Context: an optimization exercise on an open-source flow, tuned for small area, a short achievable clock period and few clock cycles. The choices shown serve that exercise and are no tape-out recipe. In this exercise RTL edits were held to simulation tests only and were not proved equivalent to the original. Power and IR drop assume default switching activity.

## main
// integer_alu
module integer_alu
#(
    parameter int         DATA_W  = 64,
    parameter logic [3:0] UNIT_ID = exe_pkg::IntegerAluEn
) (
    input  logic                Clk,
    input  logic                nReset,
    input  logic [15:0]         address,
    input  logic [7:0]          opcode,
    input  logic                nRead,
    input  logic                nWrite,
    input  logic [2*DATA_W-1:0] ExeDataOut,
    output logic [DATA_W-1:0]   IntDataOut,
    output logic                IntBusy,
    output logic                IntDivZero
);
For scale: roughly 2100 cells after synthesis, about 17000 um2 of cells after synthesis.
export LEC_CHECK = 0
export CAP_MARGIN = 20
export CORE_MARGIN = 2
export CORE_UTILIZATION = 40
export PLACE_DENSITY = 0.6
export SETUP_SLACK_MARGIN = 2.5
export SLEW_MARGIN = 20
export TNS_END_PERCENT = 0
create_clock -name core_clock -period 6.5 [get_ports {Clk}]
standard.sh (not shown) runs the stock make flow with config.mk's settings and CLKGATE_MAP_FILE= SYNTH_SCRIPT=/design/flow/synth_recipe.tcl, a recipe that flattens the netlist after the stock synthesis.
==> flow/flow/run.sh <==
#!/bin/bash
set -euo pipefail
bash standard.sh "BUFFER_PORTS_ARGS=-buffer_cell sky130_fd_sc_hd__buf_1" finish > standard.log 2>&1
main completed every stage of the flow, and the final layout passed the timing, design-rule and antenna checks.
Testbench counts of main, summed over its fixed seeds: cycles 19,096.
> inputs changed (main -> the feature branch)
--- a/flow/design.v
+++ b/flow/design.v
@@ -135,15 +135,15 @@
             if (s_div_q && cnt_d[6]) begin
                 s_div_q <= 1'b0;
                 busy_q  <= 1'b0;
             end
         end
     end
     always_ff @(posedge Clk) begin
-        if (!busy_q) begin
+        if (accept) begin
             op_q    <= opcode[1:0];
             known_q <= (opcode[7:2] == 6'b000100);
             xz_q    <= (in_b == '0);
         end
         if (s_first_q) cnt_q <= '0;
         else if (s_div_q) cnt_q <= cnt_d;
     end
@@ -178,15 +178,15 @@
         end else if (s_mul_q) begin
             p_q <= sum[DATA_W-1:0];
         end else if (s_div_q) begin
             p_q <= skip ? {p_q[DATA_W-9:0], 8'h00} : {p_q[DATA_W-2:0], !neg};
         end
     end
     always_ff @(posedge Clk) begin
-        if (!busy_q) begin
+        if (accept) begin
             x_q <= (c_mul && !c_swap) ? in_a : in_b;
         end else if (s_mul_q) begin
             x_q <= {x_q[DATA_W-3:0], 2'b00};
         end
     end
     always_ff @(posedge Clk) begin
         if (!busy_q) begin
## What came out
- The flow did not stop early for the feature branch: all stages ran, and the layout cleared the timing, design-rule and antenna checks.
- Changes observed in the feature branch relative to main: tightest hold margin now sits higher; number of placement rows increased by 1 relative to the old numbers; via count dropped 3.7%; number of fillers in the final layout up 210.
- As of the feature branch, non-clock buffer count had fallen by more than 10% compared to main.
- Going from main to the feature branch, the synthesized-area fraction occupied by and/or/nand/nor cells was found to have gone down by 2.1 points.
- Between main and the feature branch, the well tap count is lower for main.
- Run comparison: main kind of critical path in -> reg; the feature branch kind of critical path reg -> reg
- Across both runs, critical path depth in cells was higher for the feature branch than for main.
- When the final numbers for main and the feature branch were put side by side, the met3 layer wire length in the routed design turned out to be greater in main.
- Cmp main and the feature branch / number of design-rule violations left by the first detailed-router iteration / higher: main
- Between main and the feature branch, final non-filler cell area is higher for main, the feature branch comes in under that.
Testbench counts of the feature branch, summed over its fixed seeds: cycles 19,096.

========
The RTL this note starts from:
==> flow/design.v <==
package exe_pkg;
    localparam int BUS_W = 256;
    localparam logic [3:0] MainMemEn    = 4'd1;
    localparam logic [3:0] MatrixAluEn  = 4'd2;
    localparam logic [3:0] IntegerAluEn = 4'd3;
    localparam logic [3:0] ExecuteEn    = 4'd4;
    localparam logic [7:0] MMult1     = 8'h00;
    localparam logic [7:0] MAdd       = 8'h01;
    localparam logic [7:0] MSub       = 8'h02;
    localparam logic [7:0] MTranspose = 8'h03;
    localparam logic [7:0] MScale     = 8'h04;
    localparam logic [7:0] MScaleImm  = 8'h05;
    localparam logic [7:0] IntAdd     = 8'h10;
    localparam logic [7:0] IntSub     = 8'h11;
    localparam logic [7:0] IntMult    = 8'h12;
    localparam logic [7:0] IntDiv     = 8'h13;
    localparam logic [7:0] STOP       = 8'hFF;
    typedef enum logic [1:0] {IDLE, CALC, DONE} alu_state_t;
    typedef enum logic {MD_MULT, MD_DIV} md_mode_t;
endpackage
module integer_alu
#(
    parameter int         DATA_W  = 64,
    parameter logic [3:0] UNIT_ID = exe_pkg::IntegerAluEn
) (
    input  logic                Clk,
    input  logic                nReset,
    input  logic [15:0]         address,
    input  logic [7:0]          opcode,
    input  logic                nRead,
    input  logic                nWrite,
    input  logic [2*DATA_W-1:0] ExeDataOut,
    output logic [DATA_W-1:0]   IntDataOut,
    output logic                IntBusy,
    output logic                IntDivZero
);
    localparam int LG = $clog2(DATA_W);
    logic [DATA_W-1:0] x_q, y_q, p_q;
    logic              s_first_q, s_mul_q, s_skip_q, s_div_q;
    logic [1:0]        op_q;       
    logic              known_q;    
    logic              busy_q, dz_q;
    logic [5:0]        cnt_q;      
    logic              a_x_q, a_p_q, a_s8_q, a_s1_q;
    logic              b_y_q, b_one_q, b_two_q, inv_q;
    logic              accept, unused_bus;
    logic [DATA_W-1:0] op_a, op_b, sum;
    logic              cout, borrow;
    logic              y_hi_zero, y_zero, succ, skip;
    logic [DATA_W-1:0] div_sh1, div_sh8;
    logic [DATA_W-1:0] in_a, in_b;
    logic [DATA_W/8-1:0] nz_a, nz_b, th_a, th_b;
    logic              c_mul, c_swap;
    logic [1:0]        c_my;
    logic              f_div_go, f_done;
    assign accept     = (address[15:12] == UNIT_ID) && !nWrite && !busy_q;
    assign unused_bus = ^{nRead, address[11:0]};
    assign in_a  = ExeDataOut[DATA_W-1:0];
    assign in_b  = ExeDataOut[2*DATA_W-1:DATA_W];
    assign c_mul = (opcode == exe_pkg::IntMult);
    for (genvar k = 0; k < DATA_W/8; k++) begin : g_nz
        assign nz_a[k] = |in_a[8*k+7:8*k];
        assign nz_b[k] = |in_b[8*k+7:8*k];
        assign th_a[k] = |nz_a[DATA_W/8-1:k];
        assign th_b[k] = |nz_b[DATA_W/8-1:k];
    end
    assign c_swap = |(th_b & ~th_a);
    assign c_my   = c_swap ? in_a[1:0] : in_b[1:0];
    assign div_sh1 = {x_q[DATA_W-2:0], p_q[DATA_W-1]};
    assign div_sh8 = {x_q[DATA_W-9:0], p_q[DATA_W-1:DATA_W-8]};
    assign op_a = ({DATA_W{a_x_q}}  & x_q)
                | ({DATA_W{a_p_q}}  & p_q)
                | ({DATA_W{a_s8_q}} & div_sh8)
                | ({DATA_W{a_s1_q}} & div_sh1);
    assign op_b = (({DATA_W{b_y_q}}   & y_q)
                |  ({DATA_W{b_one_q}} & x_q)
                |  ({DATA_W{b_two_q}} & {x_q[DATA_W-2:0], 1'b0})) ^ {DATA_W{inv_q}};
    logic [DATA_W-1:0] pg_g [0:LG];
    logic [DATA_W-1:0] pg_p [0:LG];
    assign pg_g[0] = (op_a & op_b) | {{(DATA_W-1){1'b0}}, (op_a[0] ^ op_b[0]) & inv_q};
    assign pg_p[0] = op_a ^ op_b;
    for (genvar l = 0; l < LG; l++) begin : g_lvl
        for (genvar i = 0; i < DATA_W; i++) begin : g_bit
            if ((i >> l) & 1) begin : g_op
                localparam int J = ((i >> l) << l) - 1;
                assign pg_g[l+1][i] = pg_g[l][i] | (pg_p[l][i] & pg_g[l][J]);
                assign pg_p[l+1][i] = pg_p[l][i] & pg_p[l][J];
            end else begin : g_pass
                assign pg_g[l+1][i] = pg_g[l][i];
                assign pg_p[l+1][i] = pg_p[l][i];
            end
        end
    end
    assign sum    = pg_p[0] ^ {pg_g[LG][DATA_W-2:0], inv_q};
    assign cout   = pg_g[LG][DATA_W-1];
    assign borrow = ~cout;
    assign y_hi_zero = (y_q[DATA_W-1:1] == '0);
    assign y_zero    = y_hi_zero && !y_q[0];
    assign succ      = cout || x_q[DATA_W-1];
    assign skip      = borrow && (x_q[DATA_W-1:DATA_W-8] == '0);
    assign f_div_go = known_q && (op_q == 2'd3) && !y_zero && !borrow;
    assign f_done   = !f_div_go;
    always_ff @(posedge Clk) begin
        if (!nReset) begin
            busy_q    <= 1'b0;
            s_first_q <= 1'b0;
            s_mul_q   <= 1'b0;
            s_skip_q  <= 1'b0;
            s_div_q   <= 1'b0;
            dz_q      <= 1'b0;
        end else begin
            if (accept) begin
                busy_q    <= 1'b1;
                s_first_q <= !c_mul;
                s_mul_q   <= c_mul;
                dz_q      <= 1'b0;
            end
            if (s_first_q) begin
                s_first_q <= 1'b0;
                s_skip_q  <= f_div_go;
                busy_q    <= !f_done;
                dz_q      <= known_q && (op_q == 2'd3) && y_zero;
            end
            if (s_mul_q && y_hi_zero) begin
                s_mul_q <= 1'b0;
                busy_q  <= 1'b0;
            end
            if (s_skip_q && !skip) begin
                s_skip_q <= 1'b0;
                s_div_q  <= 1'b1;
            end
            if (s_div_q && cnt_q == 6'd63) begin
                s_div_q <= 1'b0;
                busy_q  <= 1'b0;
            end
        end
    end
    always_ff @(posedge Clk) begin
        if (accept) begin
            op_q    <= opcode[1:0];
            known_q <= (opcode[7:2] == 6'b000100);
        end
        if (s_first_q) cnt_q <= '0;
        else if (s_skip_q && skip) cnt_q <= cnt_q + 6'd8;
        else if (s_div_q) cnt_q <= cnt_q + 6'd1;
    end
    always_ff @(posedge Clk) begin
        if (!busy_q) begin
            a_x_q   <= !c_mul;
            a_p_q   <= 1'b0;
            a_s8_q  <= 1'b0;
            a_s1_q  <= 1'b0;
            b_y_q   <= !c_mul;
            b_one_q <= c_mul && c_my[0];
            b_two_q <= c_mul && c_my[1] && !c_my[0];
            inv_q   <= c_mul ? c_my[1] : (opcode[1:0] != 2'd0);
        end else if (s_first_q) begin
            a_x_q   <= 1'b0;
            a_s8_q  <= 1'b1;
            inv_q   <= 1'b1;
        end else if (s_mul_q) begin
            a_p_q   <= 1'b1;
            b_one_q <= y_q[2] ^ y_q[1];
            b_two_q <= (y_q[3] & ~y_q[2] & ~y_q[1]) | (~y_q[3] & y_q[2] & y_q[1]);
            inv_q   <= y_q[3] & ~(y_q[2] & y_q[1]);
        end else if (s_skip_q && !skip) begin
            a_s8_q <= 1'b0;
            a_s1_q <= 1'b1;
        end
    end
    always_ff @(posedge Clk) begin
        if (!nReset) begin
            p_q <= '0;
        end else if (accept) begin
            p_q <= ExeDataOut[DATA_W-1:0];
        end else if (s_first_q) begin
            if (known_q && !op_q[1]) p_q <= sum;
            else if (!f_div_go)      p_q <= {DATA_W{known_q && (op_q == 2'd3) && y_zero}};
        end else if (s_mul_q) begin
            p_q <= sum;
        end else if (s_skip_q) begin
            if (skip) p_q <= {p_q[DATA_W-9:0], 8'h00};
        end else if (s_div_q) begin
            p_q <= {p_q[DATA_W-2:0], succ};
        end
    end
    always_ff @(posedge Clk) begin
        if (accept) begin
            x_q <= (c_mul && c_swap) ? in_b : in_a;
            y_q <= (c_mul && c_swap) ? in_a : in_b;
        end else if (s_first_q) begin
            if (f_div_go) x_q <= '0;
        end else if (s_mul_q) begin
            x_q <= {x_q[DATA_W-3:0], 2'b00};
            y_q <= {2'b00, y_q[DATA_W-1:2]};
        end else if (s_skip_q) begin
            if (skip) x_q <= op_a;
        end else if (s_div_q) begin
            x_q <= succ ? sum : op_a;
        end
    end
    assign IntDataOut = p_q;
    assign IntBusy    = busy_q;
    assign IntDivZero = dz_q;
endmodule
Settings: LEC_CHECK=0, CAP_MARGIN=20, CORE_MARGIN=2, CORE_UTILIZATION=40, PLACE_DENSITY=0.6, SETUP_SLACK_MARGIN=2.5, SLEW_MARGIN=20, TNS_END_PERCENT=0; clock period 6.5 ns.
run.sh (not shown) runs the stock make flow with config.mk's settings and CLKGATE_MAP_FILE= SYNTH_SCRIPT=/design/flow/synth_recipe.tcl, a recipe that flattens the netlist after the stock synthesis.
Stock flow here: none of the scripts above is used.
Testbench counts at the start, summed over its fixed seeds: cycles 19,036.
Rerun with:
--- a/flow/design.v
+++ b/flow/design.v
@@ -49,22 +49,8 @@
     logic              y_hi_zero, y_zero, succ, skip;
     logic [DATA_W-1:0] div_sh1, div_sh8;
-    logic [DATA_W-1:0] in_a, in_b;
-    logic [DATA_W/8-1:0] nz_a, nz_b, th_a, th_b;
-    logic              c_mul, c_swap;
-    logic [1:0]        c_my;
-    logic              f_div_go, f_done;
+    logic [1:0]        m_y;
+    logic              f_mul, f_div_go, f_done;
     assign accept     = (address[15:12] == UNIT_ID) && !nWrite && !busy_q;
     assign unused_bus = ^{nRead, address[11:0]};
-    assign in_a  = ExeDataOut[DATA_W-1:0];
-    assign in_b  = ExeDataOut[2*DATA_W-1:DATA_W];
-    assign c_mul = (opcode == exe_pkg::IntMult);
-    for (genvar k = 0; k < DATA_W/8; k++) begin : g_nz
-        assign nz_a[k] = |in_a[8*k+7:8*k];
-        assign nz_b[k] = |in_b[8*k+7:8*k];
-        assign th_a[k] = |nz_a[DATA_W/8-1:k];
-        assign th_b[k] = |nz_b[DATA_W/8-1:k];
-    end
-    assign c_swap = |(th_b & ~th_a);
-    assign c_my   = c_swap ? in_a[1:0] : in_b[1:0];
     assign div_sh1 = {x_q[DATA_W-2:0], p_q[DATA_W-1]};
     assign div_sh8 = {x_q[DATA_W-9:0], p_q[DATA_W-1:DATA_W-8]};
@@ -99,6 +85,8 @@
     assign succ      = cout || x_q[DATA_W-1];
     assign skip      = borrow && (x_q[DATA_W-1:DATA_W-8] == '0);
+    assign m_y       = borrow ? x_q[1:0] : y_q[1:0];
+    assign f_mul    = known_q && (op_q == 2'd2);
     assign f_div_go = known_q && (op_q == 2'd3) && !y_zero && !borrow;
-    assign f_done   = !f_div_go;
+    assign f_done   = !f_mul && !f_div_go;
     always_ff @(posedge Clk) begin
         if (!nReset) begin
@@ -112,10 +100,9 @@
             if (accept) begin
                 busy_q    <= 1'b1;
-                s_first_q <= !c_mul;
-                s_mul_q   <= c_mul;
-                dz_q      <= 1'b0;
+                s_first_q <= 1'b1;
             end
             if (s_first_q) begin
                 s_first_q <= 1'b0;
+                s_mul_q   <= f_mul;
                 s_skip_q  <= f_div_go;
                 busy_q    <= !f_done;
@@ -147,18 +134,22 @@
     always_ff @(posedge Clk) begin
         if (!busy_q) begin
-            a_x_q   <= !c_mul;
+            a_x_q   <= 1'b1;
             a_p_q   <= 1'b0;
             a_s8_q  <= 1'b0;
             a_s1_q  <= 1'b0;
-            b_y_q   <= !c_mul;
-            b_one_q <= c_mul && c_my[0];
-            b_two_q <= c_mul && c_my[1] && !c_my[0];
-            inv_q   <= c_mul ? c_my[1] : (opcode[1:0] != 2'd0);
+            b_y_q   <= 1'b1;
+            b_one_q <= 1'b0;
+            b_two_q <= 1'b0;
+            inv_q   <= (opcode[1:0] != 2'd0);
         end else if (s_first_q) begin
             a_x_q   <= 1'b0;
-            a_s8_q  <= 1'b1;
-            inv_q   <= 1'b1;
+            a_p_q   <= f_mul;
+            a_s8_q  <= !f_mul;
+            a_s1_q  <= 1'b0;
+            b_y_q   <= !f_mul;
+            b_one_q <= f_mul && m_y[0];
+            b_two_q <= f_mul && m_y[1] && !m_y[0];
+            inv_q   <= !f_mul || m_y[1];
         end else if (s_mul_q) begin
-            a_p_q   <= 1'b1;
             b_one_q <= y_q[2] ^ y_q[1];
             b_two_q <= (y_q[3] & ~y_q[2] & ~y_q[1]) | (~y_q[3] & y_q[2] & y_q[1]);
@@ -187,8 +178,13 @@
     always_ff @(posedge Clk) begin
         if (accept) begin
-            x_q <= (c_mul && c_swap) ? in_b : in_a;
-            y_q <= (c_mul && c_swap) ? in_a : in_b;
+            x_q <= ExeDataOut[DATA_W-1:0];
+            y_q <= ExeDataOut[2*DATA_W-1:DATA_W];
         end else if (s_first_q) begin
-            if (f_div_go) x_q <= '0;
+            if (f_mul && borrow) begin
+                x_q <= y_q;
+                y_q <= x_q;
+            end else if (f_div_go) begin
+                x_q <= '0;
+            end
         end else if (s_mul_q) begin
             x_q <= {x_q[DATA_W-3:0], 2'b00};
=> Die area grows by 0.91%; sequential power hardly moves; total power shrinks by 3.5%; worst setup slack gains 0.21 ns; synthesized area grows by 0.92%; cell area grows by 2.4%; sequential cell count does not change; core utilization grows by 1.0 points; register-to-register slack gains 0.21 ns; non-clock buffer count grows by 38.
Testbench counts after the change, summed over its fixed seeds: cycles 19,695.

afterwards: timing with drivers on the ports:
Ports are ideal in the flow. The routed layouts listed here were re-timed in OpenROAD. Step 1 (the two cells are an assumption about what drives the block):
set clk [get_ports {Clk}]
set_driving_cell -lib_cell sky130_fd_sc_hd__clkbuf_16 $clk
set_driving_cell -lib_cell sky130_fd_sc_hd__buf_2 [delete_from_list [all_inputs] $clk]
Step 2, shift: input delay + t, output delay - t, t = (earliest + latest rising clock arrival at the registers) / 2. This alone moves slack from input paths to output paths. Three values: ideal ports, drivers, drivers and shift; two values: the first two.
run | t, ns | setup slack, ns | worst slew at a driven data input, ns
main | 0.640 | 2.171 / 2.201 / 1.561 | 0.05
the feature branch | 0.626 | 2.296 / 2.296 / 1.757 | 0.08
the first run of note 2 | 0.637 | 2.010 / 2.010 / 1.489 | 0.05
the second run of note 2 | 0.635 | 2.224 / 2.224 / 1.824 | 0.05
After both steps every run listed still meets setup and hold. For main, which loses most, drivers alone change the setup slack by +0.030 ns; drivers and shift together by -0.610 ns.
